What follows belongs to an exercise in optimizing a design on an open flow for small area, a short achievable clock period and few clock cycles per item; a production flow would make more cautious choices. RTL that was checked went through simulation tests only; none was proved equivalent to the original. For run 1, only the layout was checked, not whether the RTL still works. Power and IR drop assume default switching activity.

==> flow/design.v (outline; a module is shown in full before it is edited, if it fits) <==
// module polygon_convexity_check: 155 lines
// module pcc_booth_enc: 20 lines
// module pcc_cross: 2725 lines
module polygon_convexity_check #(
  parameter int COORD_WIDTH = 16
) (
  input  logic                          clk,
  input  logic                          rst,
  input  logic                          vertex_valid,
  output logic                          vertex_ready,
  input  logic signed [COORD_WIDTH-1:0] vertex_x,
  input  logic signed [COORD_WIDTH-1:0] vertex_y,
  input  logic                          last_vertex,
  output logic                          result_valid,
  input  logic                          result_ready,
  output logic                          is_convex,
  output logic                          too_few
);
  // ...
==> flow/flow/run.sh <==
#!/bin/bash
# Layout flow: the standard flow (standard.sh) unchanged except for one step in
# synthesis. Before Yosys's fine-grained synthesis runs ABC, the adder trees of the RTL
# (plain XOR / majority gates) are mapped to full- and half-adder cells, so ABC cannot
# restructure them first; extracting them afterwards leaves inverters between the adder
# cells. Everything else, including the registers, is the standard synthesis.
set -euo pipefail
HERE=$(pwd)
FL=$HERE/flow

# synthesis script: ORFS's synth.tcl with the early adder extraction inserted
python3 - "$FLOW_HOME/scripts/synth.tcl" "$HERE/synth_fa.tcl" <<'PYEOF'
import sys
src = open(sys.argv[1]).read()
anchor = """if {
  [env_var_exists_and_non_empty SYNTH_WRAPPED_OPERATORS] ||
  [env_var_exists_and_non_empty SWAP_ARITH_OPERATORS]
} {
  source $::env(SCRIPTS_DIR)/synth_wrap_operators.tcl
} else {"""
early = """# early full-adder extraction (this flow's only change to synthesis)
opt -fast -full
memory_map
opt -full
techmap -map +/techmap.v -map $::env(FLOW_HOME)/platforms/common/lcu_kogge_stone.v
opt -fast
extract_fa {*}[dont_use_extract_fa_args]
techmap -map $::env(ADDER_MAP_FILE)
opt -fast

"""
assert src.count(anchor) == 1, "synth.tcl anchor not found"
open(sys.argv[2], "w").write(src.replace(anchor, early + anchor))
PYEOF
# The standard flow's synthesis wrapper, sourcing the script above instead of synth.tcl
sed "s|\$::env(SCRIPTS_DIR)/synth.tcl|$HERE/synth_fa.tcl|" synth_recipe.tcl > synth_recipe_fa.tcl
grep -q "synth_fa.tcl" synth_recipe_fa.tcl
# standard.sh with that synthesis wrapper, for the synth target only
sed "s|SYNTH_SCRIPT=[^ ]*|SYNTH_SCRIPT=$HERE/synth_recipe_fa.tcl|" standard.sh > standard_fa.sh
grep -q "synth_recipe_fa.tcl" standard_fa.sh

bash standard_fa.sh synth > synth.log 2>&1
bash standard.sh finish > finish.log 2>&1
==> flow/standard.sh <==
#!/bin/bash
# synth_recipe.tcl (not shown) runs the flow's synth.tcl, then flattens the netlist and writes it again
# the make line also repeats each setting of config.mk as NAME=value (left out here)
make -C /OpenROAD-flow-scripts/flow DESIGN_CONFIG=/design/flow/config.mk WORK_HOME=/design/flow/orfs CLKGATE_MAP_FILE= SYNTH_SCRIPT=/design/flow/synth_recipe.tcl "${@:-finish}"
==> flow/config.mk <==
export PLATFORM = sky130hd
export DESIGN_NAME = polygon_convexity_check
export DESIGN_NICKNAME = polygon_convexity_check
export VERILOG_FILES = /design/flow/design.v
export SDC_FILE = /design/flow/constraint.sdc
export NUM_CORES = 4
export LEC_CHECK = 0
export ABC_AREA = 1
export CAP_MARGIN = 20
export CORE_MARGIN = 2
export CORE_UTILIZATION = 40
export CTS_CLUSTER_DIAMETER = 80
export CTS_CLUSTER_SIZE = 30
export PLACE_DENSITY = 0.6
export SETUP_SLACK_MARGIN = 4.6
export SLEW_MARGIN = 20
==> flow/constraint.sdc <==
create_clock -name core_clock -period 7.5 [get_ports {clk}]
set_input_delay 1.5000 -clock core_clock [delete_from_list [all_inputs] [get_ports {clk}]]
set_output_delay 1.5000 -clock core_clock [all_outputs]
set_load 0.01 [all_outputs]
==> metrics.md, run 1 <==
| Metric | Value |
|---|---|
| Vias in the first global route | `18.9k` |
| Most frequent cells in the layout | `xor2_1 (336), nand2_1 (296), dfxtp_1 (292)` |
| Sequential cells | `446` |
| Status | `no timing/DRC/antenna violations` |
| Pin count of the biggest net entering global routing | `40` |
| R2r setup slk | `4.59 ns` |
| Worst endpoint required time | `7.99 ns` |
| RD Place Congestion | `0.966` |
| Synth area leaders | `dfxtp_1 (23%), fa_1 (21%), edfxtp_1 (16%), xor2_1 (11%), o22ai_1 (6.0%)` |
| Multi-In Gates | `1638` |
| Top cells by count, synth | `xor2_1 (344), nand2_1 (311), dfxtp_1 (304), fa_1 (276), o22ai_1 (256)` |
| # Taps | `864` |
| Cell area after synthesis | `26700 um2` |
| Top power group | `sequential cells` |
| Crit path from | `b_x[16]$_DFFE_PP_` |
| DR WL/cell | `21.1 um` |
| Clock buffers | `29` |
| Delay-heaviest family, CP | `adder cells` |
| Power share of the clock group | `0.305` |
| GR met2 Demand/Resource | `0.333` |
| Placed Area | `27800 um2` |
| Setup TNS | `0 ns` |
| Finished Cell Area | `30800 um2` |
| Critical Path AT | `3.40 ns` |
| Largest family of logic cells by synthesized area | `adder cells` |
| Largest Register | `a_enc` |
==> run 2: changes to the inputs <==
--- a/flow/design.v
+++ b/flow/design.v
@@ -1396,82 +1396,16 @@
   logic rg_30_2;
   logic rg_31_0;
   logic rg_31_1;
   logic rg_32_0;
   logic rg_32_1;
   logic rg_32_2;
   logic rg_33_0;
   logic rg_33_1;
-  logic rg1_0_0;
-  logic rg1_1_0;
-  logic rg1_2_0;
-  logic rg1_2_1;
-  logic rg1_3_0;
-  logic rg1_3_1;
-  logic rg1_4_0;
-  logic rg1_4_1;
-  logic rg1_5_0;
-  logic rg1_5_1;
-  logic rg1_6_0;
-  logic rg1_6_1;
-  logic rg1_7_0;
-  logic rg1_7_1;
-  logic rg1_8_0;
-  logic rg1_8_1;
-  logic rg1_9_0;
-  logic rg1_9_1;
-  logic rg1_10_0;
-  logic rg1_10_1;
-  logic rg1_11_0;
-  logic rg1_11_1;
-  logic rg1_12_0;
-  logic rg1_12_1;
-  logic rg1_13_0;
-  logic rg1_13_1;
-  logic rg1_14_0;
-  logic rg1_14_1;
-  logic rg1_15_0;
-  logic rg1_15_1;
-  logic rg1_16_0;
-  logic rg1_16_1;
-  logic rg1_17_0;
-  logic rg1_17_1;
-  logic rg1_18_0;
-  logic rg1_18_1;
-  logic rg1_19_0;
-  logic rg1_19_1;
-  logic rg1_20_0;
-  logic rg1_20_1;
-  logic rg1_21_0;
-  logic rg1_21_1;
-  logic rg1_22_0;
-  logic rg1_22_1;
-  logic rg1_23_0;
-  logic rg1_23_1;
-  logic rg1_24_0;
-  logic rg1_24_1;
-  logic rg1_25_0;
-  logic rg1_25_1;
-  logic rg1_26_0;
-  logic rg1_26_1;
-  logic rg1_27_0;
-  logic rg1_27_1;
-  logic rg1_28_0;
-  logic rg1_28_1;
-  logic rg1_29_0;
-  logic rg1_29_1;
-  logic rg1_30_0;
-  logic rg1_30_1;
-  logic rg1_31_0;
-  logic rg1_31_1;
-  logic rg1_32_0;
-  logic rg1_32_1;
-  logic rg1_33_0;
-  logic rg1_33_1;
   logic [33:0] s, c;
   assign p_one0 = aenc[0];
   assign p_two0 = aenc[1];
   assign p_neg0 = aenc[2];
   assign p_r0_0 = ((p_one0 & by[0])) ^ p_neg0;
   assign p_r0_1 = ((p_one0 & by[1]) | (p_two0 & by[0])) ^ p_neg0;
   assign p_r0_2 = ((p_one0 & by[2]) | (p_two0 & by[1])) ^ p_neg0;
   assign p_r0_3 = ((p_one0 & by[3]) | (p_two0 & by[2])) ^ p_neg0;
@@ -2673,241 +2607,197 @@
     rg_30_2 <= s426;
     rg_31_0 <= c427;
     rg_31_1 <= s432;
     rg_32_0 <= c431;
     rg_32_1 <= s434;
     rg_32_2 <= c433;
     rg_33_0 <= s436;
     rg_33_1 <= c435;
-    rg1_0_0 <= rg_0_0;
-    rg1_1_0 <= rg_1_0;
-    rg1_2_0 <= rg_2_7;
-    rg1_2_1 <= s586;
-    rg1_3_0 <= c587;
-    rg1_3_1 <= s588;
-    rg1_4_0 <= c589;
-    rg1_4_1 <= s590;
-    rg1_5_0 <= c591;
-    rg1_5_1 <= s592;
-    rg1_6_0 <= c593;
-    rg1_6_1 <= s594;
-    rg1_7_0 <= c595;
-    rg1_7_1 <= s596;
-    rg1_8_0 <= c597;
-    rg1_8_1 <= s598;
-    rg1_9_0 <= c599;
-    rg1_9_1 <= s600;
-    rg1_10_0 <= c601;
-    rg1_10_1 <= s602;
-    rg1_11_0 <= c603;
-    rg1_11_1 <= s604;
-    rg1_12_0 <= c605;
-    rg1_12_1 <= s606;
-    rg1_13_0 <= c607;
-    rg1_13_1 <= s608;
-    rg1_14_0 <= c609;
-    rg1_14_1 <= s610;
-    rg1_15_0 <= c611;
-    rg1_15_1 <= s612;
-    rg1_16_0 <= c613;
-    rg1_16_1 <= s614;
-    rg1_17_0 <= c615;
-    rg1_17_1 <= s616;
-    rg1_18_0 <= c617;
-    rg1_18_1 <= s618;
-    rg1_19_0 <= c619;
-    rg1_19_1 <= s620;
-    rg1_20_0 <= c621;
-    rg1_20_1 <= s622;
-    rg1_21_0 <= c623;
-    rg1_21_1 <= s624;
-    rg1_22_0 <= c625;
-    rg1_22_1 <= s626;
-    rg1_23_0 <= c627;
-    rg1_23_1 <= s628;
-    rg1_24_0 <= c629;
-    rg1_24_1 <= s630;
-    rg1_25_0 <= c631;
-    rg1_25_1 <= s632;
-    rg1_26_0 <= c633;
-    rg1_26_1 <= s634;
-    rg1_27_0 <= s636;
-    rg1_27_1 <= c635;
-    rg1_28_0 <= c637;
-    rg1_28_1 <= s638;
-    rg1_29_0 <= c639;
-    rg1_29_1 <= s640;
-    rg1_30_0 <= s642;
-    rg1_30_1 <= c641;
-    rg1_31_0 <= c643;
-    rg1_31_1 <= s644;
-    rg1_32_0 <= c645;
-    rg1_32_1 <= s646;
-    rg1_33_0 <= c647;
-    rg1_33_1 <= s648;
   end
-  assign s[0] = rg1_0_0;
+  assign s[0] = rg_0_0;
   assign c[0] = 1'b0;
-  assign s[1] = rg1_1_0;
+  assign s[1] = rg_1_0;
   assign c[1] = 1'b0;
-  assign s[2] = rg1_2_0;
-  assign c[2] = rg1_2_1;
-  assign s[3] = rg1_3_0;
-  assign c[3] = rg1_3_1;
-  assign s[4] = rg1_4_0;
-  assign c[4] = rg1_4_1;
-  assign s[5] = rg1_5_0;
-  assign c[5] = rg1_5_1;
-  assign s[6] = rg1_6_0;
-  assign c[6] = rg1_6_1;
-  assign s[7] = rg1_7_0;
-  assign c[7] = rg1_7_1;
-  assign s[8] = rg1_8_0;
-  assign c[8] = rg1_8_1;
-  assign s[9] = rg1_9_0;
-  assign c[9] = rg1_9_1;
-  assign s[10] = rg1_10_0;
-  assign c[10] = rg1_10_1;
-  assign s[11] = rg1_11_0;
-  assign c[11] = rg1_11_1;
-  assign s[12] = rg1_12_0;
-  assign c[12] = rg1_12_1;
-  assign s[13] = rg1_13_0;
-  assign c[13] = rg1_13_1;
-  assign s[14] = rg1_14_0;
-  assign c[14] = rg1_14_1;
-  assign s[15] = rg1_15_0;
-  assign c[15] = rg1_15_1;
-  assign s[16] = rg1_16_0;
-  assign c[16] = rg1_16_1;
-  assign s[17] = rg1_17_0;
-  assign c[17] = rg1_17_1;
-  assign s[18] = rg1_18_0;
-  assign c[18] = rg1_18_1;
-  assign s[19] = rg1_19_0;
-  assign c[19] = rg1_19_1;
-  assign s[20] = rg1_20_0;
-  assign c[20] = rg1_20_1;
-  assign s[21] = rg1_21_0;
-  assign c[21] = rg1_21_1;
-  assign s[22] = rg1_22_0;
-  assign c[22] = rg1_22_1;
-  assign s[23] = rg1_23_0;
-  assign c[23] = rg1_23_1;
-  assign s[24] = rg1_24_0;
-  assign c[24] = rg1_24_1;
-  assign s[25] = rg1_25_0;
-  assign c[25] = rg1_25_1;
-  assign s[26] = rg1_26_0;
-  assign c[26] = rg1_26_1;
-  assign s[27] = rg1_27_0;
-  assign c[27] = rg1_27_1;
-  assign s[28] = rg1_28_0;
-  assign c[28] = rg1_28_1;
-  assign s[29] = rg1_29_0;
-  assign c[29] = rg1_29_1;
-  assign s[30] = rg1_30_0;
-  assign c[30] = rg1_30_1;
-  assign s[31] = rg1_31_0;
-  assign c[31] = rg1_31_1;
-  assign s[32] = rg1_32_0;
-  assign c[32] = rg1_32_1;
-  assign s[33] = rg1_33_0;
-  assign c[33] = rg1_33_1;
-  logic cg0, ct0;
-  assign cg0 = (s[1] & c[1]) | ((s[1] | c[1]) & (s[0] & c[0]));
-  assign ct0 = (s[1] | c[1]) & (s[0] | c[0]);
-  logic cg1, ct1;
-  assign cg1 = (s[3] & c[3]) | ((s[3] | c[3]) & (s[2] & c[2]));
-  assign ct1 = (s[3] | c[3]) & (s[2] | c[2]);
-  logic cg2, ct2;
-  assign cg2 = (s[5] & c[5]) | ((s[5] | c[5]) & (s[4] & c[4]));
-  assign ct2 = (s[5] | c[5]) & (s[4] | c[4]);
-  logic cg3, ct3;
-  assign cg3 = (s[7] & c[7]) | ((s[7] | c[7]) & (s[6] & c[6]));
-  assign ct3 = (s[7] | c[7]) & (s[6] | c[6]);
-  logic cg4, ct4;
-  assign cg4 = (s[9] & c[9]) | ((s[9] | c[9]) & (s[8] & c[8]));
-  assign ct4 = (s[9] | c[9]) & (s[8] | c[8]);
-  logic cg5, ct5;
-  assign cg5 = (s[11] & c[11]) | ((s[11] | c[11]) & (s[10] & c[10]));
-  assign ct5 = (s[11] | c[11]) & (s[10] | c[10]);
-  logic cg6, ct6;
-  assign cg6 = (s[13] & c[13]) | ((s[13] | c[13]) & (s[12] & c[12]));
-  assign ct6 = (s[13] | c[13]) & (s[12] | c[12]);
-  logic cg7, ct7;
-  assign cg7 = (s[15] & c[15]) | ((s[15] | c[15]) & (s[14] & c[14]));
-  assign ct7 = (s[15] | c[15]) & (s[14] | c[14]);
-  logic cg8, ct8;
-  assign cg8 = (s[17] & c[17]) | ((s[17] | c[17]) & (s[16] & c[16]));
-  assign ct8 = (s[17] | c[17]) & (s[16] | c[16]);
-  logic cg9, ct9;
-  assign cg9 = (s[19] & c[19]) | ((s[19] | c[19]) & (s[18] & c[18]));
-  assign ct9 = (s[19] | c[19]) & (s[18] | c[18]);
-  logic cg10, ct10;
-  assign cg10 = (s[21] & c[21]) | ((s[21] | c[21]) & (s[20] & c[20]));
-  assign ct10 = (s[21] | c[21]) & (s[20] | c[20]);
-  logic cg11, ct11;
-  assign cg11 = (s[23] & c[23]) | ((s[23] | c[23]) & (s[22] & c[22]));
-  assign ct11 = (s[23] | c[23]) & (s[22] | c[22]);
-  logic cg12, ct12;
-  assign cg12 = (s[25] & c[25]) | ((s[25] | c[25]) & (s[24] & c[24]));
-  assign ct12 = (s[25] | c[25]) & (s[24] | c[24]);
-  logic cg13, ct13;
-  assign cg13 = (s[27] & c[27]) | ((s[27] | c[27]) & (s[26] & c[26]));
-  assign ct13 = (s[27] | c[27]) & (s[26] | c[26]);
-  logic cg14, ct14;
-  assign cg14 = (s[29] & c[29]) | ((s[29] | c[29]) & (s[28] & c[28]));
-  assign ct14 = (s[29] | c[29]) & (s[28] | c[28]);
-  logic cg15, ct15;
-  assign cg15 = (s[31] & c[31]) | ((s[31] | c[31]) & (s[30] & c[30]));
-  assign ct15 = (s[31] | c[31]) & (s[30] | c[30]);
-  logic cg16, ct16;
-  assign cg16 = cg1 | (ct1 & cg0);
-  assign ct16 = ct1 & ct0;
-  logic cg17, ct17;
-  assign cg17 = cg3 | (ct3 & cg2);
-  assign ct17 = ct3 & ct2;
-  logic cg18, ct18;
-  assign cg18 = cg5 | (ct5 & cg4);
-  assign ct18 = ct5 & ct4;
-  logic cg19, ct19;
-  assign cg19 = cg7 | (ct7 & cg6);
-  assign ct19 = ct7 & ct6;
-  logic cg20, ct20;
-  assign cg20 = cg9 | (ct9 & cg8);
-  assign ct20 = ct9 & ct8;
-  logic cg21, ct21;
-  assign cg21 = cg11 | (ct11 & cg10);
-  assign ct21 = ct11 & ct10;
-  logic cg22, ct22;
-  assign cg22 = cg13 | (ct13 & cg12);
-  assign ct22 = ct13 & ct12;
-  logic cg23, ct23;
-  assign cg23 = cg15 | (ct15 & cg14);
-  assign ct23 = ct15 & ct14;
-  logic cg24, ct24;
-  assign cg24 = cg17 | (ct17 & cg16);
-  assign ct24 = ct17 & ct16;
-  logic cg25, ct25;
-  assign cg25 = cg19 | (ct19 & cg18);
-  assign ct25 = ct19 & ct18;
-  logic cg26, ct26;
-  assign cg26 = cg21 | (ct21 & cg20);
-  assign ct26 = ct21 & ct20;
-  logic cg27, ct27;
-  assign cg27 = cg23 | (ct23 & cg22);
-  assign ct27 = ct23 & ct22;
-  logic cg28, ct28;
-  assign cg28 = cg25 | (ct25 & cg24);
-  assign ct28 = ct25 & ct24;
-  logic cg29, ct29;
-  assign cg29 = cg27 | (ct27 & cg26);
-  assign ct29 = ct27 & ct26;
-  logic cg30, ct30;
-  assign cg30 = cg29 | (ct29 & cg28);
-  assign ct30 = ct29 & ct28;
-  logic cg31, ct31;
-  assign cg31 = (s[32] & c[32]) | ((s[32] | c[32]) & cg30);
-  assign ct31 = (s[32] | c[32]) & ct30;
-  assign pos = !(s[33] ^ c[33] ^ cg31);
+  assign s[2] = rg_2_7;
+  assign c[2] = s586;
+  assign s[3] = c587;
+  assign c[3] = s588;
+  assign s[4] = c589;
+  assign c[4] = s590;
+  assign s[5] = c591;
+  assign c[5] = s592;
+  assign s[6] = c593;
+  assign c[6] = s594;
+  assign s[7] = c595;
+  assign c[7] = s596;
+  assign s[8] = c597;
+  assign c[8] = s598;
+  assign s[9] = c599;
+  assign c[9] = s600;
+  assign s[10] = c601;
+  assign c[10] = s602;
+  assign s[11] = c603;
+  assign c[11] = s604;
+  assign s[12] = c605;
+  assign c[12] = s606;
+  assign s[13] = c607;
+  assign c[13] = s608;
+  assign s[14] = c609;
+  assign c[14] = s610;
+  assign s[15] = c611;
+  assign c[15] = s612;
+  assign s[16] = c613;
+  assign c[16] = s614;
+  assign s[17] = c615;
+  assign c[17] = s616;
+  assign s[18] = c617;
+  assign c[18] = s618;
+  assign s[19] = c619;
+  assign c[19] = s620;
+  assign s[20] = c621;
+  assign c[20] = s622;
+  assign s[21] = c623;
+  assign c[21] = s624;
+  assign s[22] = c625;
+  assign c[22] = s626;
+  assign s[23] = c627;
+  assign c[23] = s628;
+  assign s[24] = c629;
+  assign c[24] = s630;
+  assign s[25] = c631;
+  assign c[25] = s632;
+  assign s[26] = c633;
+  assign c[26] = s634;
+  assign s[27] = s636;
+  assign c[27] = c635;
+  assign s[28] = c637;
+  assign c[28] = s638;
+  assign s[29] = c639;
+  assign c[29] = s640;
+  assign s[30] = s642;
+  assign c[30] = c641;
+  assign s[31] = c643;
+  assign c[31] = s644;
+  assign s[32] = c645;
+  assign c[32] = s646;
+  assign s[33] = c647;
+  assign c[33] = s648;
+  logic b0g0, b0t0;
+  assign b0g0 = (s[1] & c[1]) | ((s[1] | c[1]) & (s[0] & c[0]));
+  assign b0t0 = (s[1] | c[1]) & (s[0] | c[0]);
+  logic b0g1, b0t1;
+  assign b0g1 = (s[3] & c[3]) | ((s[3] | c[3]) & (s[2] & c[2]));
+  assign b0t1 = (s[3] | c[3]) & (s[2] | c[2]);
+  logic b0g2, b0t2;
+  assign b0g2 = (s[5] & c[5]) | ((s[5] | c[5]) & (s[4] & c[4]));
+  assign b0t2 = (s[5] | c[5]) & (s[4] | c[4]);
+  logic b0g3, b0t3;
+  assign b0g3 = (s[7] & c[7]) | ((s[7] | c[7]) & (s[6] & c[6]));
+  assign b0t3 = (s[7] | c[7]) & (s[6] | c[6]);
+  logic b0g4, b0t4;
+  assign b0g4 = b0g1 | (b0t1 & b0g0);
+  assign b0t4 = b0t1 & b0t0;
+  logic b0g5, b0t5;
+  assign b0g5 = b0g3 | (b0t3 & b0g2);
+  assign b0t5 = b0t3 & b0t2;
+  logic b0g6, b0t6;
+  assign b0g6 = b0g5 | (b0t5 & b0g4);
+  assign b0t6 = b0t5 & b0t4;
+  logic b1g0, b1t0;
+  assign b1g0 = (s[9] & c[9]) | ((s[9] | c[9]) & (s[8] & c[8]));
+  assign b1t0 = (s[9] | c[9]) & (s[8] | c[8]);
+  logic b1g1, b1t1;
+  assign b1g1 = (s[11] & c[11]) | ((s[11] | c[11]) & (s[10] & c[10]));
+  assign b1t1 = (s[11] | c[11]) & (s[10] | c[10]);
+  logic b1g2, b1t2;
+  assign b1g2 = (s[13] & c[13]) | ((s[13] | c[13]) & (s[12] & c[12]));
+  assign b1t2 = (s[13] | c[13]) & (s[12] | c[12]);
+  logic b1g3, b1t3;
+  assign b1g3 = (s[15] & c[15]) | ((s[15] | c[15]) & (s[14] & c[14]));
+  assign b1t3 = (s[15] | c[15]) & (s[14] | c[14]);
+  logic b1g4, b1t4;
+  assign b1g4 = b1g1 | (b1t1 & b1g0);
+  assign b1t4 = b1t1 & b1t0;
+  logic b1g5, b1t5;
+  assign b1g5 = b1g3 | (b1t3 & b1g2);
+  assign b1t5 = b1t3 & b1t2;
+  logic b1g6, b1t6;
+  assign b1g6 = b1g5 | (b1t5 & b1g4);
+  assign b1t6 = b1t5 & b1t4;
+  logic b2g0, b2t0;
+  assign b2g0 = (s[17] & c[17]) | ((s[17] | c[17]) & (s[16] & c[16]));
+  assign b2t0 = (s[17] | c[17]) & (s[16] | c[16]);
+  logic b2g1, b2t1;
+  assign b2g1 = (s[19] & c[19]) | ((s[19] | c[19]) & (s[18] & c[18]));
+  assign b2t1 = (s[19] | c[19]) & (s[18] | c[18]);
+  logic b2g2, b2t2;
+  assign b2g2 = (s[21] & c[21]) | ((s[21] | c[21]) & (s[20] & c[20]));
+  assign b2t2 = (s[21] | c[21]) & (s[20] | c[20]);
+  logic b2g3, b2t3;
+  assign b2g3 = (s[23] & c[23]) | ((s[23] | c[23]) & (s[22] & c[22]));
+  assign b2t3 = (s[23] | c[23]) & (s[22] | c[22]);
+  logic b2g4, b2t4;
+  assign b2g4 = b2g1 | (b2t1 & b2g0);
+  assign b2t4 = b2t1 & b2t0;
+  logic b2g5, b2t5;
+  assign b2g5 = b2g3 | (b2t3 & b2g2);
+  assign b2t5 = b2t3 & b2t2;
+  logic b2g6, b2t6;
+  assign b2g6 = b2g5 | (b2t5 & b2g4);
+  assign b2t6 = b2t5 & b2t4;
+  logic b3g0, b3t0;
+  assign b3g0 = (s[25] & c[25]) | ((s[25] | c[25]) & (s[24] & c[24]));
+  assign b3t0 = (s[25] | c[25]) & (s[24] | c[24]);
+  logic b3g1, b3t1;
+  assign b3g1 = (s[27] & c[27]) | ((s[27] | c[27]) & (s[26] & c[26]));
+  assign b3t1 = (s[27] | c[27]) & (s[26] | c[26]);
+  logic b3g2, b3t2;
+  assign b3g2 = (s[29] & c[29]) | ((s[29] | c[29]) & (s[28] & c[28]));
+  assign b3t2 = (s[29] | c[29]) & (s[28] | c[28]);
+  logic b3g3, b3t3;
+  assign b3g3 = (s[31] & c[31]) | ((s[31] | c[31]) & (s[30] & c[30]));
+  assign b3t3 = (s[31] | c[31]) & (s[30] | c[30]);
+  logic b3g4, b3t4;
+  assign b3g4 = b3g1 | (b3t1 & b3g0);
+  assign b3t4 = b3t1 & b3t0;
+  logic b3g5, b3t5;
+  assign b3g5 = b3g3 | (b3t3 & b3g2);
+  assign b3t5 = b3t3 & b3t2;
+  logic b3g6, b3t6;
+  assign b3g6 = b3g5 | (b3t5 & b3g4);
+  assign b3t6 = b3t5 & b3t4;
+  logic rg1_g0;
+  logic rg1_g1;
+  logic rg1_t1;
+  logic rg1_g2;
+  logic rg1_t2;
+  logic rg1_g3;
+  logic rg1_t3;
+  logic rg1_g4;
+  logic rg1_t4;
+  logic rg1_x33;
+  always_ff @(posedge clk) begin
+    rg1_g0 <= b0g6;
+    rg1_g1 <= b1g6;
+    rg1_t1 <= b1t6;
+    rg1_g2 <= b2g6;
+    rg1_t2 <= b2t6;
+    rg1_g3 <= b3g6;
+    rg1_t3 <= b3t6;
+    rg1_g4 <= (s[32] & c[32]);
+    rg1_t4 <= (s[32] | c[32]);
+    rg1_x33 <= s[33] ^ c[33];
+  end
+  logic kg0, kt0;
+  assign kg0 = rg1_g1 | (rg1_t1 & rg1_g0);
+  assign kt0 = rg1_t1 & 1'b0;
+  logic kg1, kt1;
+  assign kg1 = rg1_g3 | (rg1_t3 & rg1_g2);
+  assign kt1 = rg1_t3 & rg1_t2;
+  logic kg2, kt2;
+  assign kg2 = kg1 | (kt1 & kg0);
+  assign kt2 = kt1 & kt0;
+  logic kg3, kt3;
+  assign kg3 = rg1_g4 | (rg1_t4 & kg2);
+  assign kt3 = rg1_t4 & kt2;
+  assign pos = !(rg1_x33 ^ kg3);
 endmodule
==> metrics.md, run 2 <==
| Metric | Value |
|---|---|
| Finished Cell Area | `30000 um2 (-2.6%)` |
| PortBufs | `40` |
| Lkg Pwr | `12.6 nW` |
| CTS clock-pin slew for the worst setup and hold paths | `0.11 ns` |
| All-Layer GR Usage | `0.215` |
| Placed insts | `3272` |
| Final WL | `73.2 mm` |
| Seq/Total Area, Yosys | `0.358` |
| DR WL/cell | `21.1 um (+0.40%)` |
| Ys flop type | `dfxtp_1` |
| Total power draw | `7.35 mW` |
| Placeable core area | `64200 um2` |
| Clock tree from TritonCTS | `yes` |
| Placed Area | `26900 um2 (-3.1%)` |
| Crit Reg-Reg Startpoint | `b_y[4]$_DFFE_PP_` |
| Worst endpoint required time | `7.96 ns (-0.03 ns)` |
| Starting DRC count in detailed routing | `1838` |
| #FFs+latches synth | `392` |
| R2R depth | `6` |
| Endpoints failing hold | `0` |
| Root Buffer | `clkbuf_16` |
| Clock H-tree levels | `1` |
| RR Endpoint | `u_cross.rg_12_4$_DFF_P_` |
| Yosys warns | `4` |
| Setup slack after layout | `4.55 ns` |
| Top cells by count, synth | `xor2_1 (323), nand2_1 (300), fa_1 (276), inv_1 (276), o22ai_1 (262)` |
| Post-synth top area cell | `fa_1` |
| Drt drc | `0` |
| Hold_buf cts | `0` |
| Number of flip-flops in the largest register | `52` |
| Non-Filler Instances | `3461` |
| Largest Register | `a_enc` |
| Share of layout cells above drive strength 1 | `0.181` |
| Most frequent cells in the layout | `xor2_1 (322), fa_1 (270), nand2_1 (266)` |
| R2r setup slk | `4.55 ns (-0.04 ns)` |
| Pwr dens | `245 nW/um2` |
| Count leader, synth | `xor2_1` |
| Power share of the clock group | `0.199 (-0.106)` |
| CTS Buf Count | `23` |
| Via count | `18.7k` |
| Post-synth EDFFs | `142` |
| Measured slew at the worst slew-check pin | `0.948 ns` |
| Die Wd | `258 um` |
| Fill cell count | `5920` |
| Rows | `93` |
| Post-Place Setup Slack | `3.01 ns` |
| Setup violators final | `0` |
| Die area | `66700 um2` |
| Comb power frac | `0.441` |
| Peak Freq | `339 MHz` |
| Min-Delay Path Depth | `0` |
| Commonest non-fill, non-tap cell in the layout | `xor2_1` |
| Setup TNS | `0 ns (unchanged)` |
| Flop pwr share | `0.361` |
| Async SR Flop Fraction | `0` |
| Status | `no timing/DRC/antenna violations` |
| Clock Latency Late Sink | `0.59 ns` |
| Grt total ovfl | `0` |
| Pin count of the biggest net entering global routing | `40 (unchanged)` |
| Kind of critical path | `reg -> reg` |
| CTS sink count | `392` |
| Layout area overhead | `16.0%` |
| Netlist cell types | `48` |
| Util after Layout | `0.467` |
| DRT Pass-1 Iters | `6` |
| RSZ-0062 raised after global routing | `true` |
| Sw frac | `0.377` |
| Initial Util | `0.403` |
| Slew Limit Headroom | `0.367` |
| HPWL Detailed | `51.9 mm` |
| Fin Hold WS | `0.336 ns` |
| Internal power of the cells | `4.58 mW` |
| Fin nets | `3003` |
| Period utilization | `0.394` |
| Worst-path maximum fanout | `10` |
| RD Place Congestion | `0.969 (+0.33%)` |
| Hold Path End | `wfirst$_DFF_P_` |
| Clock skew | `0.0409 ns` |
| HP Class | `reg -> reg` |
| DR vias/cell | `5.41` |
| Cell count after synthesis | `2491` |
| IO Count | `41` |
| Fin crit period | `2.95 ns` |
| Max-Cap Viols | `0` |
| Initial antenna violation count | `0` |
| Final Slew Violations | `0` |
| CTS max path bufs | `3` |
| Synth area leaders | `fa_1 (21%), dfxtp_1 (19%), edfxtp_1 (16%), xor2_1 (11%), o22ai_1 (6.3%)` |
| Vias in the first global route | `19.0k (+0.60%)` |
| Post-synth top area share | `0.214` |
| Hold_sp | `yfirst$_DFF_P_` |
| CP Launch Type | `flop` |
| Chip height | `258 um` |
| Syn nets | `2905` |
| Worst VDD drop | `251 uV` |
| Cell area after synthesis | `25900 um2 (-3.1%)` |
| Critical Path Sink Type | `flop` |
| # diodes | `0` |
| Switching power | `2.77 mW` |
| Mean Syn Cell Area | `10.4 um2` |
| First-pass GRT wire length | `111 mm` |
| Critical Path AT | `3.41 ns (about the same)` |
| Post-route ant nets | `0` |
## run 2: cell types whose count changed after synthesis, moves of 16 or more
cell / change
dfxtp_1: -54
xor2_1: -21
nand3_1: +23
inv_1: +38
and2_1: +16
a21oi_1: +17
## run 2: kinds of logic after synthesis
kind of cell / count (synthesis) / share of synthesized area
XOR/XNOR: 344 / 0.116
multiplexers: 28 / 0.0108
buffers and inverters: 430 / 0.0654
flip-flops: 392 / 0.358
adder cells (fa/ha/maj): 377 / 0.262
AO/OA/AOI/OAI: 435 / 0.108
AND/OR/NAND/NOR: 485 / 0.0787
## run 2: critical path, stage by stage (launching register included)
cell,delay (ns)
edfxtp_1,0.52
clkinvlp_4,0.32
o22ai_1,0.24
xor2_1,0.23
fa_1,0.47
fa_1,0.61
fa_1,0.44
## run 2: worst max path at each step
stage | from | to | cells past startpoint
3_3_place_gp | rst | a_enc[43]$_DFF_P_ | 9
5_1_grt | b_y[4]$_DFFE_PP_ | u_cross.rg_12_4$_DFF_P_ | 6
2_1_floorplan | vertex_y[0] | e0_y[16]$_DFFE_PP_ | 12
3_5_place_dp | rst | a_enc[34]$_DFF_P_ | 9
6_report | b_y[4]$_DFFE_PP_ | u_cross.rg_12_4$_DFF_P_ | 6
4_1_cts | b_y[4]$_DFFE_PP_ | u_cross.rg_13_4$_DFF_P_ | 6
## run 2: timing repair
action,4_1_cts,5_1_grt
setup buffers,85,58
gates cloned,1,3
gates resized for setup,119,179
endpoints found under the setup margin,287,104
pin swaps,28,65
## run 2: area by class of cell
class                           count  area, um2  area share
Multi-Input combinational cell   1671      15500       0.517
Inverter                          312       1430      0.0475
Timing Repair inverter              2       12.5    0.000417
Tap cell                          855       1070      0.0356
Clock inverter                     17        263     0.00875
Clock buffer                       25        583      0.0194
Sequential cell                   392       9310       0.310
Timing Repair Buffer              187       1820      0.0606
## run 2: layer usage
| metal | global-route usage | routed length (um) | up-vias |
|---|---|---|---|
| met4 | 0.0822 | 3140 | 0 |
| met1 | 0.280 | 29900 | 9260 |
| met2 | 0.347 | 33800 | 873 |
| met5 | 0 | 0 | - |
| li1 | - | - | 8389 |
| met3 | 0.0507 | 6370 | 187 |
## run 2: power groups by stage
stage | clock network [mW] | logic, mW | registers (mW)
floorplan | 0 | 2.29 | 2.66
global placement | 0 | 3.09 | 2.69
detailed placement | 0 | 3.17 | 2.70
CTS | 1.51 | 3.23 | 2.66
global route | 1.59 | 3.75 | 2.68
finish | 1.46 | 3.24 | 2.65
Testbench counts of run 2, summed over its fixed seeds: cycles 59,325, items 59,266.
==> run 3: changes to the inputs <==
--- a/flow/config.mk
+++ b/flow/config.mk
@@ -14,3 +14,3 @@
 export PLACE_DENSITY = 0.6
-export SETUP_SLACK_MARGIN = 4.6
+export SETUP_SLACK_MARGIN = 4.8
 export SLEW_MARGIN = 20
==> metrics.md, run 3 <==
| Metric | Value |
|---|---|
| Rows | `93 (unchanged)` |
| Min-Delay Path Depth | `0 (unchanged)` |
| Hold_buf cts | `0 (unchanged)` |
| Netlist cell types | `48 (unchanged)` |
| Via count | `19.9k (+6.3%)` |
| Critical Path AT | `3.40 ns (about the same)` |
| Fin nets | `3156 (+5.1%)` |
| First-pass GRT wire length | `122 mm (+10%)` |
| Max-Cap Viols | `0 (unchanged)` |
| Slew Limit Headroom | `0.230 (-0.137)` |
| Post-route ant nets | `0 (unchanged)` |
| Share of layout cells above drive strength 1 | `0.323 (+0.142)` |
| Count leader, synth | `xor2_1` |
| Kind of critical path | `reg -> reg` |
| DR vias/cell | `5.49 (+1.6%)` |
| CTS Buf Count | `26 (+13%)` |
| All-Layer GR Usage | `0.239 (+0.0248)` |
| Ys flop type | `dfxtp_1` |
| Placeable core area | `64200 um2 (unchanged)` |
| Fin Hold WS | `0.334 ns (-0.00230 ns)` |
| Clock skew | `0.0237 ns (-0.0172 ns)` |
| DRT Pass-1 Iters | `6 (unchanged)` |
| Cell area after synthesis | `25900 um2 (unchanged)` |
| RSZ-0062 raised after global routing | `true` |
| Pin count of the biggest net entering global routing | `41 (+2.5%)` |
| Starting DRC count in detailed routing | `1867 (+1.6%)` |
| Setup TNS | `0 ns (unchanged)` |
| Die Wd | `258 um (unchanged)` |
| Final WL | `81.7 mm (+12%)` |
| Worst VDD drop | `256 uV (+1.7%)` |
| Total power draw | `7.94 mW (+8.1%)` |
| Post-synth EDFFs | `142 (unchanged)` |
| CTS clock-pin slew for the worst setup and hold paths | `0.10 ns (about the same)` |
| Most frequent cells in the layout | `xor2_1 (284), buf_4 (234), fa_1 (227)` |
| Number of flip-flops in the largest register | `52 (unchanged)` |
| Post-synth top area cell | `fa_1` |
| Fill cell count | `5554 (-6.2%)` |
| Yosys warns | `4 (unchanged)` |
| Syn nets | `2905 (unchanged)` |
| Fin crit period | `2.89 ns (-0.0598 ns)` |
| Commonest non-fill, non-tap cell in the layout | `xor2_1` |
| CP Launch Type | `flop` |
| DR WL/cell | `22.6 um (+6.8%)` |
| Clock tree from TritonCTS | `yes` |
| Measured slew at the worst slew-check pin | `1.15 ns (+0.207 ns)` |
| Setup violators final | `0 (unchanged)` |
| Lkg Pwr | `13.6 nW (+8.4%)` |
| Die area | `66700 um2 (unchanged)` |
| Initial Util | `0.403 (unchanged)` |
| Reg area | `9330 um2 (+0.19%)` |
| PortBufs | `40 (unchanged)` |
| Clock H-tree levels | `1 (unchanged)` |
| HPWL Detailed | `53.1 mm (+2.3%)` |
| Final Slew Violations | `0 (unchanged)` |
| Mean Syn Cell Area | `10.4 um2 (unchanged)` |
| Status | `no timing/DRC/antenna violations` |
| Vias in the first global route | `20.5k (+7.9%)` |
| Util after Layout | `0.513 (+0.0453)` |
| Largest Register | `a_enc` |
| Drt drc | `0 (unchanged)` |
| Critical Path Sink Type | `flop` |
| Initial antenna violation count | `3 (+3)` |
| Clock Latency Late Sink | `0.63 ns (+0.04 ns)` |
| Root Buffer | `clkbuf_16` |
| Layout area overhead | `27.3%` |
| Async SR Flop Fraction | `0 (unchanged)` |
| Grt total ovfl | `0 (unchanged)` |
| Chip height | `258 um (unchanged)` |
| #FFs+latches synth | `392 (unchanged)` |
| Pwr dens | `241 nW/um2 (-1.5%)` |
| Seq/Total Area, Yosys | `0.358 (unchanged)` |
| RD Place Congestion | `0.936 (-3.4%)` |
| Top cells by count, synth | `xor2_1 (323), nand2_1 (300), fa_1 (276), inv_1 (276), o22ai_1 (262)` |
| CTS max path bufs | `3 (unchanged)` |
| HP Class | `reg -> reg` |
| Worst endpoint required time | `8.01 ns (+0.05 ns)` |
| Cell count after synthesis | `2491 (unchanged)` |
| IO Count | `41 (unchanged)` |
| Synth area leaders | `fa_1 (21%), dfxtp_1 (19%), edfxtp_1 (16%), xor2_1 (11%), o22ai_1 (6.3%)` |
| Period utilization | `0.386 (-0.00797)` |
| Multi-input logic area | `17000 um2 (+9.3%)` |
| R2R depth | `7 (+1)` |
| Endpoints failing hold | `0 (unchanged)` |
| Peak Freq | `346 MHz (+2.1%)` |
| Worst-path maximum fanout | `12 (+2)` |
| Post-synth top area share | `0.214 (unchanged)` |
| CTS sink count | `392 (unchanged)` |
-- run 3: cell counts after synthesis --
Identical to the previous run, type by type.
-- run 3: routing by layer --
metal | vias up | wire length (um) | global-route usage
li1 | 8678 | - | -
met1 | 9900 | 32300 | 0.311
met2 | 1045 | 37800 | 0.385
met3 | 257 | 7340 | 0.0514
met4 | 2 | 4290 | 0.105
met5 | - | 13 | 0
-- run 3: layout make-up --
cell class,count,area share
Multi-Input combinational cell,1678,0.515
Sequential cell,392,0.283
Tap cell,855,0.0325
Clock buffer,26,0.0198
Antenna cell,2,0.000152
Timing Repair inverter,6,0.00163
Timing Repair Buffer,326,0.0897
Clock inverter,22,0.0128
Inverter,312,0.0447
-- run 3: timing repair --
action,in CTS,in global routing
resized for setup,303,345
setup buffers,212,66
pin swaps,113,187
gates cloned,11,4
endpoints found under the setup margin,333,211
-- run 3: logic make-up (layout without fill, tap and decap cells) --
kind of cell             count (synthesis)  after routing  share of synthesized area
adder cells (fa/ha/maj)                377            377                      0.262
multiplexers                            28             28                     0.0108
other                                    0              2                          0
buffers and inverters                  430            692                     0.0654
AND/OR/NAND/NOR                        485            494                     0.0787
AO/OA/AOI/OAI                          435            435                      0.108
flip-flops                             392            392                      0.358
XOR/XNOR                               344            344                      0.116
-- run 3: final timing paths --
check,from,to,slack (ns)
min,xend$_DFF_P_,yend$_DFF_P_,0.33
max reg2reg,b_x[12]$_DFFE_PP_,u_cross.rg_14_3$_DFF_P_,4.61
min reg2reg,xend$_DFF_P_,yend$_DFF_P_,0.33
max,b_x[12]$_DFFE_PP_,u_cross.rg_14_3$_DFF_P_,4.61
-- run 3: metrics by stage --
step                      worst slack (ns)  std cells  instance area (um2)
after floorplan                       4.43       2491                26200
final                                 4.61       3619                32900
after global routing                  4.59       3617                32900
after CTS                             4.70       3547                31100
after global placement                3.41       3276                27100
after detailed placement              3.34       3276                27100
-- run 3: worst max-delay path, cell delays in order (launching register included) --
cell,delay [ns]
edfxtp_1,0.43
clkinvlp_4,0.13
buf_8,0.17
o22ai_2,0.18
xor2_1,0.30
fa_2,0.53
fa_2,0.60
fa_2,0.43
-- run 3: power breakdown --
group | switching, mW | total, mW | internal (mW)
clock network | 0.955 | 1.71 | 0.758
logic | 1.95 | 3.58 | 1.63
registers | 0.144 | 2.64 | 2.50
==> run 4: changes to the inputs <==
--- a/flow/config.mk
+++ b/flow/config.mk
@@ -10,7 +10,7 @@
 export CORE_MARGIN = 2
-export CORE_UTILIZATION = 40
+export CORE_UTILIZATION = 55
 export CTS_CLUSTER_DIAMETER = 80
 export CTS_CLUSTER_SIZE = 30
-export PLACE_DENSITY = 0.6
-export SETUP_SLACK_MARGIN = 4.8
+export PLACE_DENSITY = 0.7
+export SETUP_SLACK_MARGIN = 4.6
 export SLEW_MARGIN = 20
==> metrics.md, run 4 <==
| Metric | Value |
|---|---|
| Pin count of the biggest net entering global routing | `62 (+51%)` |
| IO Count | `41 (unchanged)` |
| Max-Cap Viols | `0 (unchanged)` |
| HP Class | `reg -> reg` |
| DR WL/cell | `22.7 um (+0.36%)` |
| Syn nets | `2905 (unchanged)` |
| Kind of critical path | `reg -> reg` |
| Initial antenna violation count | `0 (-3)` |
| Ys flop type | `dfxtp_1` |
| Via count | `19.3k (-3.0%)` |
| Drt drc | `0 (unchanged)` |
| Initial Util | `0.557 (+0.154)` |
| Die area | `48800 um2 (-27%)` |
| Worst VDD drop | `454 uV (+78%)` |
| Measured slew at the worst slew-check pin | `0.948 ns (-0.207 ns)` |
| Setup violators final | `0 (unchanged)` |
| HPWL Detailed | `50.0 mm (-5.8%)` |
| Vias in the first global route | `19.6k (-4.4%)` |
| RSZ-0062 raised after global routing | `true` |
| CTS clock-pin slew for the worst setup and hold paths | `0.11 ns (about the same)` |
| CTS Buf Count | `24 (-7.7%)` |
| Grt total ovfl | `0 (unchanged)` |
| # diodes | `0 (-2)` |
| Placeable core area | `46500 um2 (-28%)` |
| Cell count after synthesis | `2491 (unchanged)` |
| Commonest non-fill, non-tap cell in the layout | `xor2_1` |
| All-Layer GR Usage | `0.291 (+0.0513)` |
| Seq/Total Area, Yosys | `0.358 (unchanged)` |
| Critical Path Sink Type | `flop` |
| Top cells by count, synth | `xor2_1 (323), nand2_1 (300), fa_1 (276), inv_1 (276), o22ai_1 (262)` |
| Setup TNS | `0 ns (unchanged)` |
| DR vias/cell | `5.93 (+7.9%)` |
| Post-synth EDFFs | `142 (unchanged)` |
| Starting DRC count in detailed routing | `2299 (+23%)` |
| Share of layout cells above drive strength 1 | `0.191 (-0.132)` |
| Worst-path maximum fanout | `14 (+2)` |
| Slew Limit Headroom | `0.367 (+0.137)` |
| Final Slew Violations | `0 (unchanged)` |
| RD Place Congestion | `1.00 (+7.1%)` |
| Hold_buf cts | `0 (unchanged)` |
| CTS sink count | `392 (unchanged)` |
| Netlist cell types | `48 (unchanged)` |
| Peak Freq | `335 MHz (-3.2%)` |
| Chip height | `221 um (-14%)` |
| Status | `no timing/DRC/antenna violations` |
| CP Launch Type | `flop` |
| Finished Cell Area | `30100 um2 (-8.5%)` |
| Synth area leaders | `fa_1 (21%), dfxtp_1 (19%), edfxtp_1 (16%), xor2_1 (11%), o22ai_1 (6.3%)` |
| Rows | `79 (-15%)` |
| Placed Area | `26600 um2 (-1.8%)` |
| Number of flip-flops in the largest register | `52 (unchanged)` |
| Post-synth top area cell | `fa_1` |
| Largest Register | `a_enc` |
| First-pass GRT wire length | `111 mm (-9.3%)` |
| DRT Pass-1 Iters | `6 (unchanged)` |
| Clock Latency Late Sink | `0.61 ns (-0.02 ns)` |
| Final WL | `73.8 mm (-9.8%)` |
| Period utilization | `0.398 (+0.0126)` |
| Post-synth top area share | `0.214 (unchanged)` |
| Fin crit period | `2.99 ns (+0.0945 ns)` |
| Lkg Pwr | `12.8 nW (-5.9%)` |
| CTS max path bufs | `3 (unchanged)` |
| Layout area overhead | `16.5%` |
| Post-route ant nets | `0 (unchanged)` |
| Clock tree from TritonCTS | `yes` |
| Mean Syn Cell Area | `10.4 um2 (unchanged)` |
| Util after Layout | `0.648 (+0.136)` |
| Clock H-tree levels | `1 (unchanged)` |
| Endpoints failing hold | `0 (unchanged)` |
| Async SR Flop Fraction | `0 (unchanged)` |
| Most frequent cells in the layout | `xor2_1 (316), fa_1 (272), nand2_1 (271)` |
| Root Buffer | `clkbuf_16` |
| Clock skew | `0.0347 ns (+0.0110 ns)` |
| Cell area after synthesis | `25900 um2 (unchanged)` |
| Pwr dens | `248 nW/um2 (+3.0%)` |
| Critical Path AT | `3.48 ns (+0.08 ns)` |
| Fill cell count | `3561 (-36%)` |
| Fin nets | `3043 (-3.6%)` |
| PortBufs | `40 (unchanged)` |
| #FFs+latches synth | `392 (unchanged)` |
| Die Wd | `221 um (-14%)` |
| Yosys warns | `4 (unchanged)` |
| Worst endpoint required time | `7.99 ns (-0.02 ns)` |
| Count leader, synth | `xor2_1` |
## run 4: cell counts after synthesis
No cell type changed its count.
## run 4: kinds of logic (layout without fill, tap and decap cells)
logic type / count (synthesis) / after routing / share of synthesized area
AND/OR/NAND/NOR: 485 / 487 / 0.0787
AO/OA/AOI/OAI: 435 / 435 / 0.108
buffers and inverters: 430 / 584 / 0.0654
flip-flops: 392 / 392 / 0.358
adder cells (fa/ha/maj): 377 / 377 / 0.262
XOR/XNOR: 344 / 344 / 0.116
multiplexers: 28 / 28 / 0.0108
## run 4: final timing paths
kind / from / to / slack (ns) / cells after the start
setup / recovery: b_y[10]$_DFFE_PP_ / u_cross.rg_12_4$_DFF_P_ / 4.51 / 7
hold / removal: xend$_DFF_P_ / yend$_DFF_P_ / 0.34 / 0
setup reg to reg: b_y[10]$_DFFE_PP_ / u_cross.rg_12_4$_DFF_P_ / 4.51 / 7
hold reg to reg: xend$_DFF_P_ / yend$_DFF_P_ / 0.34 / 0
## run 4: timing repair
action,CTS,global route
resized for setup,119,175
pin swaps,25,74
buffers inserted,102,76
gates cloned,1,4
endpoints found under the setup margin,258,117
## run 4: area by class of cell
cell class                      count  area, um2  share of cell area
Multi-Input combinational cell   1671      15500               0.516
Timing Repair Buffer              225       2110              0.0701
Tap cell                          607        759              0.0252
Clock buffer                       26        608              0.0202
Clock inverter                     18        338              0.0112
Inverter                          312       1440              0.0478
Timing Repair inverter              3       17.5            0.000581
Sequential cell                   392       9310               0.309
## run 4: stage by stage
step | worst slack [ns] | instances | hold slack [ns] | power (mW)
6_report | 4.51 | 3254 | 0.338 | 7.48
5_1_grt | 4.51 | 3254 | 0.343 | 8.09
4_1_cts | 4.58 | 3174 | 0.338 | 7.47
3_5_place_dp | 3.09 | 3027 | 0.314 | 5.83
3_3_place_gp | 3.22 | 3027 | 0.312 | 5.73
2_1_floorplan | 4.43 | 2491 | 0.310 | 4.94
## run 4: power by group
part	internal, mW	switching, mW	leakage (nW)	total (mW)
sequential	2.50	0.150	3.40	2.65
combinational	1.45	1.80	8.96	3.25
clock	0.706	0.873	0.448	1.58
total	4.66	2.82	12.8	7.48
## run 4: per-layer routing
layer / routed length, um / track usage
met1: 28200 / 0.380
met5: 0 / 0
met3: 7820 / 0.0653
met4: 4000 / 0.134
met2: 33700 / 0.462
## run 4: critical path, stage by stage, from the launching register on
cell and delay [ns]:
edfxtp_1 0.52, clkinvlp_4 0.18, buf_12 0.18, o22ai_1 0.15, xor2_1 0.27, fa_1 0.52
fa_2 0.61, fa_1 0.42
==> run 5: changes to the inputs <==
--- a/flow/config.mk
+++ b/flow/config.mk
@@ -10,6 +10,6 @@
 export CORE_MARGIN = 2
-export CORE_UTILIZATION = 55
-export CTS_CLUSTER_DIAMETER = 80
-export CTS_CLUSTER_SIZE = 30
-export PLACE_DENSITY = 0.7
+export CORE_UTILIZATION = 40
+export CTS_CLUSTER_DIAMETER = 70
+export CTS_CLUSTER_SIZE = 26
+export PLACE_DENSITY = 0.6
 export SETUP_SLACK_MARGIN = 4.6
==> metrics.md, run 5 <==
| Metric | Value |
|---|---|
| Status | `no timing/DRC/antenna violations` |
| Crit Reg-Reg Startpoint | `a_enc[47]$_DFF_P_` |
| CTS clock-pin slew for the worst setup and hold paths | `0.10 ns (about the same)` |
| CTS Buf Count | `25 (+4.2%)` |
| Async SR Flop Fraction | `0 (unchanged)` |
| Grt total ovfl | `0 (unchanged)` |
| DR WL/cell | `21.2 um (-6.5%)` |
| Setup violators final | `0 (unchanged)` |
| Setup TNS | `0 ns (unchanged)` |
| Fin crit period | `2.93 ns (-0.0601 ns)` |
| Hold Path End | `yend$_DFF_P_` |
| Endpoints failing hold | `0 (unchanged)` |
| Hold_sp | `xend$_DFF_P_` |
| Number of flip-flops in the largest register | `52 (unchanged)` |
| HPWL Detailed | `51.9 mm (+3.7%)` |
| Peak Freq | `342 MHz (+2.1%)` |
| DRT Pass-1 Iters | `6 (unchanged)` |
| Post-synth top area cell | `fa_1` |
| Post-Place Setup Slack | `3.01 ns (-0.0774 ns)` |
| Via count | `18.7k (-3.2%)` |
| Cell area after synthesis | `25900 um2 (unchanged)` |
| Layout area overhead | `16.2%` |
| Synth Area in Adders | `0.262 (unchanged)` |
| Synth Area in XOR/XNOR | `0.116 (unchanged)` |
| Most frequent cells in the layout | `xor2_1 (322), nand2_1 (273), fa_1 (270)` |
| Critical Path Sink Type | `flop` |
| Syn nets | `2905 (unchanged)` |
| # diodes | `0 (unchanged)` |
| Vias in the first global route | `19.0k (-2.7%)` |
| Worst VDD drop | `237 uV (-48%)` |
| Kind of critical path | `reg -> reg` |
| Util after Layout | `0.468 (-0.180)` |
| Max-Cap Viols | `0 (unchanged)` |
| Clock skew | `0.0255 ns (-0.00914 ns)` |
| Root Buffer | `clkbuf_16` |
| Placeable core area | `64200 um2 (+38%)` |
| Min-Delay Path Depth | `0 (unchanged)` |
| Drt drc | `0 (unchanged)` |
| Post-route ant nets | `0 (unchanged)` |
| Fin nets | `3009 (-1.1%)` |
| Mean Syn Cell Area | `10.4 um2 (unchanged)` |
| Rows | `93 (+18%)` |
| Chip height | `258 um (+17%)` |
| Synth Area in Simple Gates | `0.0787 (unchanged)` |
| #FFs+latches synth | `392 (unchanged)` |
| Worst endpoint required time | `7.98 ns (about the same)` |
| Largest Register | `a_enc` |
| Measured slew at the worst slew-check pin | `0.938 ns (-0.00924 ns)` |
| Seq/Total Area, Yosys | `0.358 (unchanged)` |
| Clock Latency Late Sink | `0.60 ns (about the same)` |
| Netlist cell types | `48 (unchanged)` |
| Switching power | `2.78 mW (-1.3%)` |
| Initial antenna violation count | `0 (unchanged)` |
| Slew Limit Headroom | `0.373 (+0.00617)` |
| Power share of the clock group | `0.206 (-0.005)` |
| CTS sink count | `392 (unchanged)` |
| Setup slack after layout | `4.57 ns (+0.0601 ns)` |
| Multiplexer area fraction after synthesis | `0.0108 (unchanged)` |
| Clock tree from TritonCTS | `yes` |
| IO Count | `41 (unchanged)` |
| Share of layout cells above drive strength 1 | `0.176 (-0.0144)` |
| First-pass GRT wire length | `112 mm (+0.68%)` |
| Synth area leaders | `fa_1 (21%), dfxtp_1 (19%), edfxtp_1 (16%), xor2_1 (11%), o22ai_1 (6.3%)` |
| Post-synthesis compound-gate area fraction | `0.108 (unchanged)` |
| Pin count of the biggest net entering global routing | `40 (-35%)` |
| RSZ-0062 raised after global routing | `true` |
| R2R depth | `5 (-2)` |
| Commonest non-fill, non-tap cell in the layout | `xor2_1` |
| RR Endpoint | `u_cross.rg_18_3$_DFF_P_` |
| Yosys warns | `4 (unchanged)` |
| Pwr dens | `247 nW/um2 (-0.63%)` |
| Flop pwr share | `0.358 (+0.004)` |
| Internal power of the cells | `4.63 mW (-0.54%)` |
| Starting DRC count in detailed routing | `1744 (-24%)` |
| Post-synth EDFFs | `142 (unchanged)` |
| Sw frac | `0.375 (-0.00181)` |
| RD Place Congestion | `0.969 (-3.3%)` |
| All-Layer GR Usage | `0.216 (-0.0748)` |
| DR vias/cell | `5.38 (-9.2%)` |
| Top cells by count, synth | `xor2_1 (323), nand2_1 (300), fa_1 (276), inv_1 (276), o22ai_1 (262)` |
| Count leader, synth | `xor2_1` |
| Ys flop type | `dfxtp_1` |
| Final WL | `73.5 mm (-0.31%)` |
| CTS max path bufs | `3 (unchanged)` |
| PortBufs | `40 (unchanged)` |
| R2r setup slk | `4.57 ns (+0.06 ns)` |
| Worst-path maximum fanout | `17 (+3)` |
| Largest family of logic cells by synthesized area | `adder cells` |
| Initial Util | `0.403 (-0.154)` |
| Final Slew Violations | `0 (unchanged)` |
| CP Launch Type | `flop` |
| Lkg Pwr | `12.6 nW (-1.8%)` |
| Cell count after synthesis | `2491 (unchanged)` |
| Comb power frac | `0.436 (+0.002)` |
| Clock H-tree levels | `1 (unchanged)` |
| HP Class | `reg -> reg` |
| Critical Path AT | `3.40 ns (-0.08 ns)` |
| Period utilization | `0.390 (-0.00801)` |
| Die Wd | `258 um (+17%)` |
| Post-synth top area share | `0.214 (unchanged)` |
| Hold_buf cts | `0 (unchanged)` |
| Die area | `66700 um2 (+37%)` |
-- run 5: cell families after synthesis --
group,Yosys count
AOI/OAI and AO/OA,435
adders and majority gates,377
DFF,392
xor gates and xnor gates,344
buffers and inverters,430
muxes,28
and+or+nand+nor,485
-- run 5: area by class of cell --
| cell class | count | area [um2] |
|---|---|---|
| sequential | 392 | 9310 |
| clock inverter | 19 | 250 |
| clock buffer | 27 | 633 |
| tap | 855 | 1070 |
| multi-input combinational | 1671 | 15500 |
| fill | 5916 | 34200 |
| timing repair inverter | 3 | 17.5 |
| inverter | 312 | 1430 |
| timing repair buffer | 190 | 1860 |
-- run 5: through the flow --
step / instances / instance area, um2 / total power, mW / hold slack [ns]
final: 3469 / 30100 / 7.42 / 0.335
after global routing: 3469 / 30100 / 8.08 / 0.345
after CTS: 3398 / 28900 / 7.46 / 0.336
after detailed placement: 3272 / 26900 / 5.87 / 0.312
after global placement: 3272 / 26900 / 5.78 / 0.314
after floorplan: 2491 / 25900 / 4.94 / 0.310
-- run 5: what timing repair did --
item	in CTS	in global routing
pin swaps	23	66
setup buffers	79	67
endpoints found under the setup margin	286	111
cloned	1	4
resized for setup	114	160
-- run 5: worst max-delay path by stage --
stage / slack, ns / cells after the start / end / from
detailed placement: 3.01 / 9 / a_enc[34]$_DFF_P_ / rst
global route: 4.50 / 10 / b_x[11]$_DFFE_PP_ / vertex_x[9]
finish: 4.57 / 5 / u_cross.rg_18_3$_DFF_P_ / a_enc[47]$_DFF_P_
CTS: 4.60 / 15 / b_x[16]$_DFFE_PP_ / vertex_x[5]
floorplan: 4.43 / 12 / e0_y[16]$_DFFE_PP_ / vertex_y[0]
global placement: 3.19 / 9 / a_enc[43]$_DFF_P_ / rst
-- run 5: critical path, cell delays in order (launching register included) --
cell     delay, ns
dfxtp_1       0.61
inv_2         0.37
xor2_2        0.28
fa_1          0.51
fa_1          0.59
fa_1          0.43
-- run 5: power groups by stage --
stage / combinational, mW / clock (mW) / sequential [mW]
after floorplan: 2.29 / 0 / 2.66
after CTS: 3.23 / 1.58 / 2.66
after global routing: 3.74 / 1.66 / 2.68
after detailed placement: 3.17 / 0 / 2.70
after global placement: 3.09 / 0 / 2.69
final: 3.23 / 1.53 / 2.65
-- run 5: metal layers --
| layer | up-vias | wire [um] | global-route usage |
|---|---|---|---|
| met5 | - | 0 | 0 |
| met1 | 9217 | 30100 | 0.281 |
| met3 | 204 | 6480 | 0.0538 |
| li1 | 8386 | - | - |
| met4 | 0 | 3350 | 0.0827 |
| met2 | 866 | 33600 | 0.347 |
==> run 6: changes to the inputs <==
--- a/flow/config.mk
+++ b/flow/config.mk
@@ -14,3 +14,3 @@
 export PLACE_DENSITY = 0.6
-export SETUP_SLACK_MARGIN = 4.6
+export SETUP_SLACK_MARGIN = 4.2
 export SLEW_MARGIN = 20
==> metrics.md, run 6 <==
| Metric | Value |
|---|---|
| Count leader, synth | `xor2_1` |
| Initial Util | `0.403 (unchanged)` |
| CTS max path bufs | `3 (unchanged)` |
| Synth area leaders | `fa_1 (21%), dfxtp_1 (19%), edfxtp_1 (16%), xor2_1 (11%), o22ai_1 (6.3%)` |
| R2r setup slk | `4.22 ns (-0.36 ns)` |
| Syn nets | `2905 (unchanged)` |
| Via count | `17.9k (-4.1%)` |
| Mean Syn Cell Area | `10.4 um2 (unchanged)` |
| # diodes | `0 (unchanged)` |
| Post-synth top area share | `0.214 (unchanged)` |
| Status | `no timing/DRC/antenna violations` |
| DRT Pass-1 Iters | `5 (-1)` |
| HPWL Detailed | `51.6 mm (-0.44%)` |
| Measured slew at the worst slew-check pin | `0.970 ns (+0.0315 ns)` |
| Netlist cell types | `48 (unchanged)` |
| Starting DRC count in detailed routing | `1991 (+14%)` |
| CTS sink count | `392 (unchanged)` |
| Peak Freq | `304 MHz (-11%)` |
| HP Class | `reg -> reg` |
| Chip height | `258 um (unchanged)` |
| Seq/Total Area, Yosys | `0.358 (unchanged)` |
| Worst-path maximum fanout | `10 (-7)` |
| Util after Layout | `0.436 (-0.0324)` |
| Async SR Flop Fraction | `0 (unchanged)` |
| Critical Path AT | `3.77 ns (+0.37 ns)` |
| Layout area overhead | `8.17%` |
| #FFs+latches synth | `392 (unchanged)` |
| Clock H-tree levels | `1 (unchanged)` |
| Clock skew | `0.0450 ns (+0.0195 ns)` |
| Die area | `66700 um2 (unchanged)` |
| DR WL/cell | `20.8 um (-1.7%)` |
| Root Buffer | `clkbuf_16` |
| Post-synth EDFFs | `142 (unchanged)` |
| Clock Latency Late Sink | `0.62 ns (+0.02 ns)` |
| Post-synth top area cell | `fa_1` |
| Post-route ant nets | `0 (unchanged)` |
| Worst VDD drop | `228 uV (-3.6%)` |
| Number of flip-flops in the largest register | `52 (unchanged)` |
| RD Place Congestion | `0.978 (+0.93%)` |
| Period utilization | `0.438 (+0.0478)` |
| All-Layer GR Usage | `0.210 (-0.00631)` |
| Endpoints failing hold | `0 (unchanged)` |
| Post-Place Setup Slack | `3.13 ns (+0.122 ns)` |
| Ys flop type | `dfxtp_1` |
| Initial antenna violation count | `0 (unchanged)` |
| Lkg Pwr | `11.7 nW (-7.2%)` |
| Hold_sp | `yfirst$_DFF_P_` |
| Grt total ovfl | `0 (unchanged)` |
| Min-Delay Path Depth | `0 (unchanged)` |
| Cell count after synthesis | `2491 (unchanged)` |
| Drt drc | `0 (unchanged)` |
| Pwr dens | `262 nW/um2 (+6.3%)` |
| Hold_buf cts | `0 (unchanged)` |
| CTS Buf Count | `26 (+4.0%)` |
| Fin crit period | `3.28 ns (+0.358 ns)` |
| RR Endpoint | `u_cross.rg_22_3$_DFF_P_` |
| PortBufs | `40 (unchanged)` |
| Setup slack after layout | `4.22 ns (-0.358 ns)` |
| DR vias/cell | `5.38 (about the same)` |
| Cell area after synthesis | `25900 um2 (unchanged)` |
| R2R depth | `6 (+1)` |
| Most frequent cells in the layout | `xor2_1 (323), nand2_1 (297), fa_1 (275)` |
| CTS clock-pin slew for the worst setup and hold paths | `0.10 ns (about the same)` |
| Top cells by count, synth | `xor2_1 (323), nand2_1 (300), fa_1 (276), inv_1 (276), o22ai_1 (262)` |
| Max-Cap Viols | `0 (unchanged)` |
| Critical Path Sink Type | `flop` |
| IO Count | `41 (unchanged)` |
| Largest Register | `a_enc` |
| Crit Reg-Reg Startpoint | `b_y[16]$_DFFE_PP_` |
| Die Wd | `258 um (unchanged)` |
| Pin count of the biggest net entering global routing | `62 (+55%)` |
| CP Launch Type | `flop` |
| Kind of critical path | `reg -> reg` |
| Yosys warns | `4 (unchanged)` |
| RSZ-0062 raised after global routing | `true` |
| Rows | `93 (unchanged)` |
| Fin nets | `2867 (-4.7%)` |
| Final Slew Violations | `0 (unchanged)` |
| First-pass GRT wire length | `109 mm (-2.6%)` |
| Setup TNS | `0 ns (unchanged)` |
| Slew Limit Headroom | `0.353 (-0.0204)` |
| Hold Path End | `wfirst$_DFF_P_` |
| Vias in the first global route | `18.6k (-2.5%)` |
| Commonest non-fill, non-tap cell in the layout | `xor2_1` |
| Setup violators final | `0 (unchanged)` |
| Worst endpoint required time | `7.99 ns (about the same)` |
| Final WL | `69.4 mm (-5.7%)` |
| Placeable core area | `64200 um2 (unchanged)` |
| Share of layout cells above drive strength 1 | `0.0651 (-0.111)` |
| Clock tree from TritonCTS | `yes` |
==> run 6: cell counts after synthesis <==
No cell type changed its count.
==> run 6: metal layers <==
metal	routed length, um	track usage
met2	31800	0.337
met1	29400	0.284
met3	5540	0.0360
met5	0	0
met4	2670	0.0796
==> run 6: cell type report <==
cell class	instances	area (um2)
repair buffers	52	505
well taps	855	1070
inverters	312	1260
clock buffers	29	682
fillers	6107	36200
flip-flops and latches	392	9280
multi-input cells	1669	14900
clock inverters	19	245
==> run 6: kinds of logic (layout without fill, tap and decap cells) <==
logic type / after synthesis / in the layout / share of synthesized area
AND/OR/NAND/NOR: 485 / 485 / 0.0787
flip-flops: 392 / 392 / 0.358
multiplexers: 28 / 28 / 0.0108
XOR/XNOR: 344 / 344 / 0.116
adder cells (fa/ha/maj): 377 / 377 / 0.262
AO/OA/AOI/OAI: 435 / 435 / 0.108
buffers and inverters: 430 / 412 / 0.0654
==> run 6: per-stage QoR <==
step                      instance area, um2  hold WS, ns  power, mW  cells
final                                  28000        0.329       7.34   3328
after floorplan                        25900        0.310       4.94   2491
after CTS                              27800        0.330       7.47   3323
after global placement                 26900        0.315       5.77   3275
after global routing                   28000        0.341       7.97   3328
after detailed placement               26900        0.314       5.86   3275
==> run 6: worst max-delay path by stage <==
stage                 startpoint                      end  slack, ns
2_1_floorplan        vertex_x[1]       e0_x[14]$_DFFE_PP_       4.28
3_3_place_gp                 rst        a_enc[43]$_DFF_P_       3.23
3_5_place_dp                 rst        a_enc[40]$_DFF_P_       3.13
4_1_cts         b_y[9]$_DFFE_PP_  u_cross.rg_10_5$_DFF_P_       4.20
5_1_grt              vertex_y[0]        b_y[16]$_DFFE_PP_       4.20
6_report       b_y[16]$_DFFE_PP_  u_cross.rg_22_3$_DFF_P_       4.22
==> run 6: where the power goes <==
group	leakage [nW]	internal (mW)	switching [mW]
logic	7.82	1.38	1.73
clock network	0.450	0.722	0.858
registers	3.40	2.50	0.146
total	11.7	4.60	2.74
==> run 6: worst max-delay path: stages, from the launching register on <==
cell and delay [ns]:
edfxtp_1 0.68, clkinvlp_4 0.44, o22ai_1 0.29, xor2_1 0.26
fa_1 0.48, fa_1 0.60, fa_1 0.42
==> run 6: repair_timing <==
| action | CTS | global route |
|---|---|---|
| setup buffers | 0 | 5 |
| resized for setup | 12 | 30 |
| setup endpoints to repair | 123 | 99 |

[port drivers added, routing unchanged]
The flow's constraints put no driver on any port. The routed layouts listed below were extracted and timed again, unchanged, in two steps.
Step 1, drivers: a clkbuf_16 drives clk and a buf_2 each remaining input, both assumed.
Step 2 adds t to the input delays and takes it off the output delays; t is the mean of the earliest and latest rising clock arrival at the registers after step 1. Input paths then give back, and output paths get back, about the clock's delay inside the block.
Slacks: no drivers / after step 1 / after step 2; pairs: no drivers / after step 1.
run	t (ns)	slack for setup (ns)	worst setup path after step 2	slew at the worst register clock pin (ns)	worst slew at a driven data input, ns
run 1	0.665	4.585 / 4.585 / 3.970	input to register	0.11 / 0.11	0.05
run 2	0.633	4.548 / 4.548 / 4.072	input to register	0.12 / 0.12	0.05
run 3	0.676	4.608 / 4.608 / 4.148	input to register	0.11 / 0.11	0.06
run 4	0.654	4.514 / 4.514 / 4.015	input to register	0.11 / 0.11	0.04
run 5	0.649	4.574 / 4.574 / 4.020	input to register	0.10 / 0.10	0.04
run 6	0.655	4.215 / 4.215 / 3.730	input to register	0.10 / 0.10	0.04
After both steps every run listed still meets setup and hold. For run 1, which loses most, drivers alone change the setup slack by 0.000 ns; drivers and shift together by -0.615 ns.
